From an optimization exercise on the open Yosys and OpenROAD flow, aimed at small area, a short achievable clock period and few clock cycles per item; shortcuts taken in it are not production practice. At most, simulation tests tie the RTL to the original design; equivalence was not proved. No activity file was given, so power comes from the tool's default toggle rates.

==> tundra: inputs <==
## apsel_top
module apsel_top (
  input  wire logic        clk,
  input  wire logic        rst,
  input  wire logic        req_valid,
  output logic             req_stall,
  input  wire logic        req_cmd,
  input  wire logic [2:0]  req_arm,
  input  wire logic [15:0] req_reward,
  input  wire logic [15:0] req_draw,
  output logic             res_valid,
  input  wire logic        res_stall,
  output logic [2:0]       res_chosen_arm,
  output logic [2:0]       res_best_arm,
  input  wire logic        psel,
  input  wire logic        penable,
  input  wire logic        pwrite,
  input  wire logic [2:0]  paddr,
  input  wire logic [31:0] pwdata,
  output logic [31:0]      prdata,
  output logic             pready
);
==> flow/config.mk <==
export PLATFORM = sky130hd
export DESIGN_NAME = apsel_top
export DESIGN_NICKNAME = apsel_top
export VERILOG_FILES = /design/flow/design.v
export SDC_FILE = /design/flow/constraint.sdc
export NUM_CORES = 4
export LEC_CHECK = 0
export ABC_AREA = 1
export CAP_MARGIN = 20
export CORE_MARGIN = 2
export CORE_UTILIZATION = 40
export CTS_BUF_LIST = sky130_fd_sc_hd__clkbuf_4 sky130_fd_sc_hd__clkbuf_8
export SLEW_MARGIN = 20
==> flow/constraint.sdc <==
create_clock -name core_clock -period 14.0 [get_ports {clk}]
set_input_delay 2.8000 -clock core_clock [delete_from_list [all_inputs] [get_ports {clk}]]
set_output_delay 2.8000 -clock core_clock [all_outputs]
set_load 0.01 [all_outputs]
standard.sh (not shown) runs the stock make flow with config.mk's settings and CLKGATE_MAP_FILE= SYNTH_SCRIPT=/design/flow/synth_recipe.tcl, a recipe that flattens the netlist after the stock synthesis.
==> flow/flow/run.sh <==
#!/bin/bash
# Layout: the standard flow (standard synthesis, floorplan, placement, CTS,
# routing), with plain buffers on the ports and a tighter setup target for the
# timing repair steps. The SDC is the design's, unchanged.
set -uo pipefail
bash standard.sh finish \
  SETUP_SLACK_MARGIN=8.0 \
  "BUFFER_PORTS_ARGS=-buffer_cell sky130_fd_sc_hd__buf_2" \
  > standard_flow.log 2>&1
status=$?
cp -r orfs/logs flow_logs 2>/dev/null || true
exit $status
==> onyx: changes against tundra <==
--- a/flow/flow/run.sh
+++ b/flow/flow/run.sh
@@ -5,5 +5,5 @@
 set -uo pipefail
 bash standard.sh finish \
-  SETUP_SLACK_MARGIN=8.0 \
+  SETUP_SLACK_MARGIN=7.5 \
   "BUFFER_PORTS_ARGS=-buffer_cell sky130_fd_sc_hd__buf_2" \
   > standard_flow.log 2>&1
CTS_BUF_LIST = default   (was sky130_fd_sc_hd__clkbuf_4 sky130_fd_sc_hd__clkbuf_8)
==> comparison <==
- Between tundra and onyx, the lower count of clock-buffer cells in the layout is in onyx (gap 47).
- Between tundra and onyx, the lower setup slack is in onyx (gap 0.33 ns).
- In die area, tundra and onyx do not differ.
- In onyx the sequential share of layout area is higher than in tundra, by 0.36 points.
- In onyx the utilization is lower than in tundra, by 1.0 points.
- Synthesized area is the same in tundra and onyx.
- Clock skew: tundra is higher than onyx (0.0071 ns).
- Via count: tundra is larger than onyx (about 0.56%).
- Of onyx and tundra, onyx has the higher hold slack (gap 0.0015 ns).
- Against onyx, the routed wire length of tundra is higher by 1.3%.
==> figures <==
Status: onyx no timing/DRC/antenna violations; tundra no timing/DRC/antenna violations
CTS buffer count: onyx 47; tundra 75
Final non-clock buffer share: onyx 0.0282; tundra 0.0401
Timing startpoint of the critical path: onyx u_core.bo_neg8$_SDFF_PP0_; tundra u_core.rou_rem[0]$_DFFE_PP_
Wire length of the first global-routing pass: onyx 248,000 um; tundra 248,000 um
Path length in cells of the critical path: onyx 18; tundra 38
Finished layout cell area: onyx 0.0532 mm2; tundra 0.0544 mm2
Final Total Pwr: onyx 12,300 uW; tundra 13,200 uW
Crit Path Max Fanout: onyx 33; tundra 3
Reg-to-reg setup timing slack: onyx 7.59 ns; tundra 7.92 ns
Internal: onyx 5840 uW; tundra 6390 uW
Buffers outside the clock class: onyx 216; tundra 255
Share of power burned in registers: onyx 0.169; tundra 0.160
Total area of sequential cells: onyx 0.0101 mm2; tundra 0.0101 mm2
Met3 wire len: onyx 17,300 um; tundra 17,400 um
Post-Place Setup Slack: onyx 7.03 ns; tundra 7.00 ns
Static Leak: onyx 0.0240 uW; tundra 0.0245 uW
Launch point of the worst reg-to-reg path: onyx u_core.bo_neg8$_SDFF_PP0_; tundra u_core.rou_rem[0]$_DFFE_PP_
Area post-placement: onyx 0.0511 mm2; tundra 0.0511 mm2
WP data arrival: onyx 6.88 ns; tundra 6.51 ns
Diodes inserted: onyx 1; tundra 2
Worst-case hold slack: onyx 0.420 ns; tundra 0.418 ns
Testbench counts of tundra, summed over its fixed seeds: cycles 2,447, items 1,200.
Testbench counts of onyx, summed over its fixed seeds: cycles 2,447, items 1,200.

---

==> run G: inputs <==
apsel_top, a different RTL version from the one above (not shown whole).
## apsel_top
module apsel_top (
  input  wire logic        clk,
  input  wire logic        rst,
  input  wire logic        req_valid,
  output logic             req_stall,
  input  wire logic        req_cmd,
  input  wire logic [2:0]  req_arm,
  input  wire logic [15:0] req_reward,
  input  wire logic [15:0] req_draw,
  output logic             res_valid,
  input  wire logic        res_stall,
  output logic [2:0]       res_chosen_arm,
  output logic [2:0]       res_best_arm,
  input  wire logic        psel,
  input  wire logic        penable,
  input  wire logic        pwrite,
  input  wire logic [2:0]  paddr,
  input  wire logic [31:0] pwdata,
  output logic [31:0]      prdata,
  output logic             pready
);
clock: 14.0 ns
lec_check: 0
abc_area: 1
cap_margin: 20
core_margin: 2
core_utilization: 40
slew_margin: 20
==> flow/flow/run.sh <==
#!/bin/bash
# Layout: the standard flow (standard synthesis, floorplan, placement, CTS,
# routing), with plain buffers on the ports and a tighter setup target for the
# timing repair steps. The SDC is the design's, unchanged.
set -uo pipefail
bash standard.sh finish \
  SETUP_SLACK_MARGIN=7.5 \
  "BUFFER_PORTS_ARGS=-buffer_cell sky130_fd_sc_hd__buf_2" \
  > standard_flow.log 2>&1
status=$?
cp -r orfs/logs flow_logs 2>/dev/null || true
exit $status
==> run X (differences from run G) <==
--- a/flow/design.v
+++ b/flow/design.v
@@ -145,10 +145,12 @@
     v47 = ge16(v67, v45) ? v67 : v45;
     best_now = ge16(v47, v03) ? b47 : b03;
   end
   logic [7:0] bo_one, bo_two, bo_neg;      
   logic       bo_neg8;                     
+  logic [7:0] bc_one_n, bc_two_n, bc_neg_n;
+  logic       bc_neg8_n;
   logic [7:0] bn_one, bn_two, bn_neg;      
   logic       bn_neg8;
   always_comb begin
     logic [15:0] ae;
     logic        c;
@@ -182,14 +184,14 @@
   for (genvar j = 0; j < 4; j++) begin : g_upd
     apsel_pupd u_pupd (
       .tn   (~t2[j]),
       .d    (pipe_d[j]),
       .dn   (~pipe_d[j]),
-      .one  (bo_one),
-      .two  (bo_two),
-      .neg  (bo_neg),
-      .neg8 (bo_neg8),
+      .one  (j < 2 ? bo_one : ~bc_one_n),
+      .two  (j < 2 ? bo_two : ~bc_two_n),
+      .neg  (j < 2 ? bo_neg : ~bc_neg_n),
+      .neg8 (j < 2 ? bo_neg8 : ~bc_neg8_n),
       .qn   (p_next_n[j])
     );
   end
   logic [18:0]    sa [4];
   logic [18:0]    sb [4];
@@ -229,10 +231,14 @@
       rst_d           <= 1'b1;
       bo_one          <= '0;
       bo_two          <= '0;
       bo_neg          <= '0;
       bo_neg8         <= 1'b0;
+      bc_one_n        <= '1;
+      bc_two_n        <= '1;
+      bc_neg_n        <= '1;
+      bc_neg8_n       <= 1'b1;
       pipe_tmax       <= '0;
       pipe_tmin       <= '0;
       pipe_tres       <= 1'b1;
       rou_a           <= 1'b0;
       rou_b           <= 1'b0;
@@ -256,10 +262,14 @@
       upd_b <= upd_a;
       bo_one <= rst_d ? '0 : bn_one;
       bo_two <= rst_d ? '0 : bn_two;
       bo_neg <= rst_d ? '0 : bn_neg;
       bo_neg8 <= rst_d ? 1'b0 : bn_neg8;
+      bc_one_n <= rst_d ? '1 : ~bn_one;
+      bc_two_n <= rst_d ? '1 : ~bn_two;
+      bc_neg_n <= rst_d ? '1 : ~bn_neg;
+      bc_neg8_n <= rst_d ? 1'b1 : ~bn_neg8;
       pipe_tmax <= rst_d ? '0 : tmax_now;
       pipe_tmin <= rst_d ? '0 : tmin_now;
       pipe_tres <= rst_d;
       rou_a <= upd_b;
       rou_b <= rou_a;
==> flow/flow/run.sh (replaced) <==
#!/bin/bash
# Layout: the standard flow (standard synthesis, floorplan, placement, CTS,
# routing), with plain buffers on the ports and a tighter setup target for the
# timing repair steps. The SDC is the design's, unchanged.
set -uo pipefail
bash standard.sh finish \
  SETUP_SLACK_MARGIN=8.0 \
  "BUFFER_PORTS_ARGS=-buffer_cell sky130_fd_sc_hd__buf_2" \
  > standard_flow.log 2>&1
status=$?
cp -r orfs/logs flow_logs 2>/dev/null || true
exit $status
--- a/flow/config.mk
+++ b/flow/config.mk
@@ -7,6 +7,7 @@
 export LEC_CHECK = 0
 export ABC_AREA = 1
 export CAP_MARGIN = 20
 export CORE_MARGIN = 2
 export CORE_UTILIZATION = 40
+export CTS_BUF_LIST = sky130_fd_sc_hd__clkbuf_4 sky130_fd_sc_hd__clkbuf_8
 export SLEW_MARGIN = 20
==> run M (differences from run G) <==
--- a/flow/design.v
+++ b/flow/design.v
@@ -65,12 +65,10 @@
   logic [2:0]          rou_best;
   logic [Q_W-1:0]      rou_rem;        
   logic                rou_found;
   logic [1:0]          rou_arm;
   logic [5:0]          q_e [3];        
-  logic [1:0]          q_wr;
-  logic [1:0]          q_rd;
   logic [1:0]          q_cnt;
   logic                rst_d;          
   logic                pipe_tres;      
   logic [1:0]          outs;           
   function automatic logic [16:0] add16(input logic [15:0] a, input logic [15:0] b,
@@ -89,28 +87,10 @@
         end
       end
     end
     add16 = {gg[15], p ^ {gg[14:0], cin}};
   endfunction
-  function automatic logic sum_ge(input logic [18:0] a, input logic [18:0] b,
-                                  input logic [18:0] k);
-    logic [19:0] x, y;
-    logic [18:0] g, p;
-    x = {1'b0, a ^ b ^ k};
-    y = {(a & b) | ((a | b) & k), 1'b0};
-    g = x[18:0] & y[18:0];
-    p = x[18:0] ^ y[18:0];
-    for (int l = 0; l < 5; l++) begin
-      for (int i = 0; i < 19; i++) begin
-        if (((i >> l) & 1) == 1) begin
-          g[i] = g[i] | (p[i] & g[((i >> l) << l) - 1]);
-          p[i] = p[i] & p[((i >> l) << l) - 1];
-        end
-      end
-    end
-    sum_ge = x[19] ^ y[19] ^ g[18];
-  endfunction
   function automatic logic ge16(input logic [15:0] a, input logic [15:0] b);
     logic [16:0] r;
     r = add16(a, ~b, 1'b1);
     ge16 = r[16];
   endfunction
@@ -123,12 +103,12 @@
   assign prdata  = paddr[2] ? 32'(learning_rate) : 32'(min_probability);
   assign req_stall = req.cmd && (!ph || (outs == 2'd3));
   assign sel_acc   = req_valid && req.cmd && ph && (outs != 2'd3);
   assign wr_acc    = req_valid && !req.cmd;
   assign res_valid      = (q_cnt != 2'd0);
-  assign res.chosen_arm = q_e[q_rd][5:3];
-  assign res.best_arm   = q_e[q_rd][2:0];
+  assign res.chosen_arm = q_e[0][5:3];
+  assign res.best_arm   = q_e[0][2:0];
   assign res_take       = res_valid && !res_stall;
   logic [2:0]     b01, b23, b45, b67, b03, b47, best_now;
   logic [Q_W-1:0] v01, v23, v45, v67, v03, v47;
   always_comb begin
     b01 = ge16(reward_estimate[1], reward_estimate[0]) ? 3'd1 : 3'd0;
@@ -189,36 +169,22 @@
       .neg  (bo_neg),
       .neg8 (bo_neg8),
       .qn   (p_next_n[j])
     );
   end
-  logic [18:0]    sa [4];
-  logic [18:0]    sb [4];
+  logic [Q_W-1:0] rem [5];
   logic [3:0]     hit;
   logic [1:0]     hit_arm;
-  logic [Q_W-1:0] rem_next;
   always_comb begin
-    logic [18:0] pn;
-    sa[0] = 19'(rou_rem);
-    sb[0] = 19'(grp_pn[0]);
-    for (int i = 1; i < 4; i++) begin
-      pn    = 19'(grp_pn[i]);
-      sa[i] = sa[i-1] ^ sb[i-1] ^ pn;
-      sb[i] = ((sa[i-1] & sb[i-1]) | (sa[i-1] & pn) | (sb[i-1] & pn)) << 1;
-    end
+    rem[0] = rou_rem;
     for (int i = 0; i < 4; i++) begin
-      hit[i] = !sum_ge(sa[i], sb[i], 19'(20'h80000 - 20'((i + 1) * 65535)));
-    end
-    begin
-      logic [18:0] x, y;
-      logic [16:0] r;
-      x = sa[3] ^ sb[3] ^ 19'd4;
-      y = ((sa[3] & sb[3]) | ((sa[3] | sb[3]) & 19'd4)) << 1;
-      r = add16(x[15:0], y[15:0], 1'b0);
-      rem_next = r[Q_W-1:0];
+      logic [Q_W:0] r;
+      r = add16(rem[i], grp_pn[i], 1'b1);
+      hit[i]   = !r[Q_W];
+      rem[i+1] = r[Q_W-1:0];
     end
-    hit_arm  = hit[0] ? 2'd0 : hit[1] ? 2'd1 : hit[2] ? 2'd2 : 2'd3;
+    hit_arm = hit[0] ? 2'd0 : hit[1] ? 2'd1 : hit[2] ? 2'd2 : 2'd3;
   end
   always_ff @(posedge clk) begin
     if (rst) begin
       min_probability <= apsel_pkg::PMIN_RESET;
       learning_rate   <= apsel_pkg::ALPHA_RESET;
@@ -235,12 +201,10 @@
       pipe_tmin       <= '0;
       pipe_tres       <= 1'b1;
       rou_a           <= 1'b0;
       rou_b           <= 1'b0;
       q_cnt           <= '0;
-      q_wr            <= '0;
-      q_rd            <= '0;
       outs            <= '0;
     end else begin
       rst_d <= 1'b0;
       if (cfg_wr) begin
         if (!paddr[2]) begin
@@ -262,12 +226,10 @@
       pipe_tmin <= rst_d ? '0 : tmin_now;
       pipe_tres <= rst_d;
       rou_a <= upd_b;
       rou_b <= rou_a;
       q_cnt <= q_cnt + 2'(rou_b) - 2'(res_take);
-      if (rou_b) q_wr <= (q_wr == 2'd2) ? 2'd0 : q_wr + 2'd1;
-      if (res_take) q_rd <= (q_rd == 2'd2) ? 2'd0 : q_rd + 2'd1;
       outs  <= outs + 2'(sel_acc) - 2'(res_take);
     end
   end
   logic [Q_W-1:0] rew_wdata;
   assign rew_wdata = rst ? '0 : req.reward;
@@ -281,21 +243,28 @@
   always_ff @(posedge clk) begin
     for (int j = 0; j < 4; j++) begin
       pipe_d[j] <= d_now[j];
       grp_pn[j] <= p_next_n[j];
     end
-    if (rou_b) q_e[q_wr] <= q_new;
+    for (int i = 0; i < 3; i++) begin
+      if (res_take) begin
+        if (i < 2 && 2'(i + 1) < q_cnt) q_e[i] <= q_e[i+1];
+        else if (rou_b && 2'(i + 1) == q_cnt) q_e[i] <= q_new;
+      end else if (rou_b && 2'(i) == q_cnt) begin
+        q_e[i] <= q_new;
+      end
+    end
     if (sel_acc) begin
       sel_best <= best_now;
       draw     <= req.random_draw;
     end
     if (upd_b) begin
       rou_best <= sel_best;
       rou_rem  <= draw;
     end
     if (rou_a) begin
-      rou_rem   <= rem_next;
+      rou_rem   <= rem[4];
       rou_found <= |hit;
       rou_arm   <= hit_arm;
     end
   end
 endmodule
==> flow/flow/run.sh (replaced) <==
#!/bin/bash
# Layout: the standard flow (standard synthesis, floorplan, placement, CTS,
# routing), with plain buffers on the ports and a tighter setup target for the
# timing repair steps. The SDC is the design's, unchanged.
set -uo pipefail
bash standard.sh finish \
  SETUP_SLACK_MARGIN=8.0 \
  "BUFFER_PORTS_ARGS=-buffer_cell sky130_fd_sc_hd__buf_2" \
  > standard_flow.log 2>&1
status=$?
cp -r orfs/logs flow_logs 2>/dev/null || true
exit $status
==> run E (differences from run G) <==
--- a/flow/design.v
+++ b/flow/design.v
@@ -89,28 +89,10 @@
         end
       end
     end
     add16 = {gg[15], p ^ {gg[14:0], cin}};
   endfunction
-  function automatic logic sum_ge(input logic [18:0] a, input logic [18:0] b,
-                                  input logic [18:0] k);
-    logic [19:0] x, y;
-    logic [18:0] g, p;
-    x = {1'b0, a ^ b ^ k};
-    y = {(a & b) | ((a | b) & k), 1'b0};
-    g = x[18:0] & y[18:0];
-    p = x[18:0] ^ y[18:0];
-    for (int l = 0; l < 5; l++) begin
-      for (int i = 0; i < 19; i++) begin
-        if (((i >> l) & 1) == 1) begin
-          g[i] = g[i] | (p[i] & g[((i >> l) << l) - 1]);
-          p[i] = p[i] & p[((i >> l) << l) - 1];
-        end
-      end
-    end
-    sum_ge = x[19] ^ y[19] ^ g[18];
-  endfunction
   function automatic logic ge16(input logic [15:0] a, input logic [15:0] b);
     logic [16:0] r;
     r = add16(a, ~b, 1'b1);
     ge16 = r[16];
   endfunction
@@ -189,36 +171,22 @@
       .neg  (bo_neg),
       .neg8 (bo_neg8),
       .qn   (p_next_n[j])
     );
   end
-  logic [18:0]    sa [4];
-  logic [18:0]    sb [4];
+  logic [Q_W-1:0] rem [5];
   logic [3:0]     hit;
   logic [1:0]     hit_arm;
-  logic [Q_W-1:0] rem_next;
   always_comb begin
-    logic [18:0] pn;
-    sa[0] = 19'(rou_rem);
-    sb[0] = 19'(grp_pn[0]);
-    for (int i = 1; i < 4; i++) begin
-      pn    = 19'(grp_pn[i]);
-      sa[i] = sa[i-1] ^ sb[i-1] ^ pn;
-      sb[i] = ((sa[i-1] & sb[i-1]) | (sa[i-1] & pn) | (sb[i-1] & pn)) << 1;
-    end
+    rem[0] = rou_rem;
     for (int i = 0; i < 4; i++) begin
-      hit[i] = !sum_ge(sa[i], sb[i], 19'(20'h80000 - 20'((i + 1) * 65535)));
-    end
-    begin
-      logic [18:0] x, y;
-      logic [16:0] r;
-      x = sa[3] ^ sb[3] ^ 19'd4;
-      y = ((sa[3] & sb[3]) | ((sa[3] | sb[3]) & 19'd4)) << 1;
-      r = add16(x[15:0], y[15:0], 1'b0);
-      rem_next = r[Q_W-1:0];
+      logic [Q_W:0] r;
+      r = add16(rem[i], grp_pn[i], 1'b1);
+      hit[i]   = !r[Q_W];
+      rem[i+1] = r[Q_W-1:0];
     end
-    hit_arm  = hit[0] ? 2'd0 : hit[1] ? 2'd1 : hit[2] ? 2'd2 : 2'd3;
+    hit_arm = hit[0] ? 2'd0 : hit[1] ? 2'd1 : hit[2] ? 2'd2 : 2'd3;
   end
   always_ff @(posedge clk) begin
     if (rst) begin
       min_probability <= apsel_pkg::PMIN_RESET;
       learning_rate   <= apsel_pkg::ALPHA_RESET;
@@ -291,11 +259,11 @@
     if (upd_b) begin
       rou_best <= sel_best;
       rou_rem  <= draw;
     end
     if (rou_a) begin
-      rou_rem   <= rem_next;
+      rou_rem   <= rem[4];
       rou_found <= |hit;
       rou_arm   <= hit_arm;
     end
   end
 endmodule
==> flow/flow/run.sh (replaced) <==
#!/bin/bash
# Layout: the standard flow (standard synthesis, floorplan, placement, CTS,
# routing), with plain buffers on the ports and a tighter setup target for the
# timing repair steps. The SDC is the design's, unchanged.
set -uo pipefail
bash standard.sh finish \
  SETUP_SLACK_MARGIN=8.0 \
  "BUFFER_PORTS_ARGS=-buffer_cell sky130_fd_sc_hd__buf_2" \
  > standard_flow.log 2>&1
status=$?
cp -r orfs/logs flow_logs 2>/dev/null || true
exit $status
==> notes.md <==
Result of the run: run E no timing/DRC/antenna violations; run M no timing/DRC/antenna violations; run G no timing/DRC/antenna violations; run X no timing/DRC/antenna violations
Cell Count Post-Placement: run E 7186; run M 7193; run G 7221; run X 7330
Non-clock buffers, area share: run E 0.0444; run M 0.0421; run G 0.0227; run X 0.0293
Post-detail-place hpwl: run E 116 mm; run M 115 mm; run G 121 mm; run X 126 mm
Tightest hold margin: run E 0.420 ns; run M 0.417 ns; run G 0.423 ns; run X 0.440 ns
Cell area after layout: run E 54900 µm²; run M 54500 µm²; run G 53900 µm²; run X 55400 µm²
Capturing point of the worst reg2reg path: run E u_core.grp_pn[2][10]; run M u_core.q_e[1][3]; run G u_core.grp_pn[0][12]; run X u_core.q_e[1][4]
Number of H-tree levels: run E 2; run M 2; run G 2; run X 3
Psw: run E 6.71 mW; run M 6.85 mW; run G 5.66 mW; run X 5.73 mW
Met1 Track Usage GR: run E 0.336; run M 0.341; run G 0.336; run X 0.335
Routability congestion estimate from global placement: run E 0.933; run M 0.944; run G 0.913; run X 0.958
Share of post-route cells with drive strength above 1: run E 0.107; run M 0.105; run G 0.0684; run X 0.0925
Inverters: run E 1075; run M 1068; run G 1034; run X 1115
Pin count of the biggest net entering global routing: run E 56; run M 52; run G 52; run X 48
Mapped Avg Cell Area: run E 8.58 µm²; run M 8.56 µm²; run G 8.72 µm²; run X 8.71 µm²
Via Count: run E 42400; run M 41800; run G 41800; run X 42600
Sum of met2 wire segment lengths after detailed routing: run E 73.3 mm; run M 72.4 mm; run G 74.8 mm; run X 74.7 mm
Worst setup EP type: run E output pin; run M register; run G output pin; run X output pin
Antenna violations before repair: run E 0; run M 5; run G 2; run X 6
Syn-to-layout area delta: run E 11.2%; run M 10.6%; run G 7.19%; run X 8.80%
Row count: run E 128; run M 128; run G 130; run X 130
Gate count after technology mapping: run E 5758; run M 5756; run G 5770; run X 5850
Testbench counts of run X, summed over its fixed seeds: cycles 2,447, items 1,200.
Testbench counts of run M, summed over its fixed seeds: cycles 2,447, items 1,200.
Testbench counts of run E, summed over its fixed seeds: cycles 2,447, items 1,200.
Function not checked in run G: the RTL went through the layout flow alone.

-- static timing again, ports no longer ideal --
The results above use ideal ports. As a check the final layouts listed here were re-extracted and re-timed, cells and wires unchanged. Step 1 (the two cells are an assumption about what drives the block):
set clk [get_ports {clk}]
set_driving_cell -lib_cell sky130_fd_sc_hd__clkbuf_16 $clk
set_driving_cell -lib_cell sky130_fd_sc_hd__buf_2 [delete_from_list [all_inputs] $clk]
Step 2 adds t to the input delays and takes it off the output delays; t is the mean of the earliest and latest rising clock arrival at the registers after step 1. Input paths then give back, and output paths get back, about the clock's delay inside the block. Three values: ideal ports, drivers, drivers and shift; two values: the first two.
run | shift t [ns] | setup slack, ns | worst setup path at the end
tundra | 0.750 | 7.919 / 7.715 / 7.649 | input to register
onyx | 0.674 | 7.588 / 7.588 / 7.588 | register to register
run G | 0.691 | 7.554 / 7.533 / 7.450 | input to register
run X | 0.760 | 7.857 / 7.661 / 7.588 | input to register
run M | 0.675 | 7.925 / 7.712 / 7.710 | input to register
run E | 0.698 | 7.984 / 7.704 / 7.637 | input to register
After both steps setup and hold are still met in every run listed. The setup slack of run E, which loses most, moves by -0.280 ns with the drivers and by -0.347 ns with both steps.
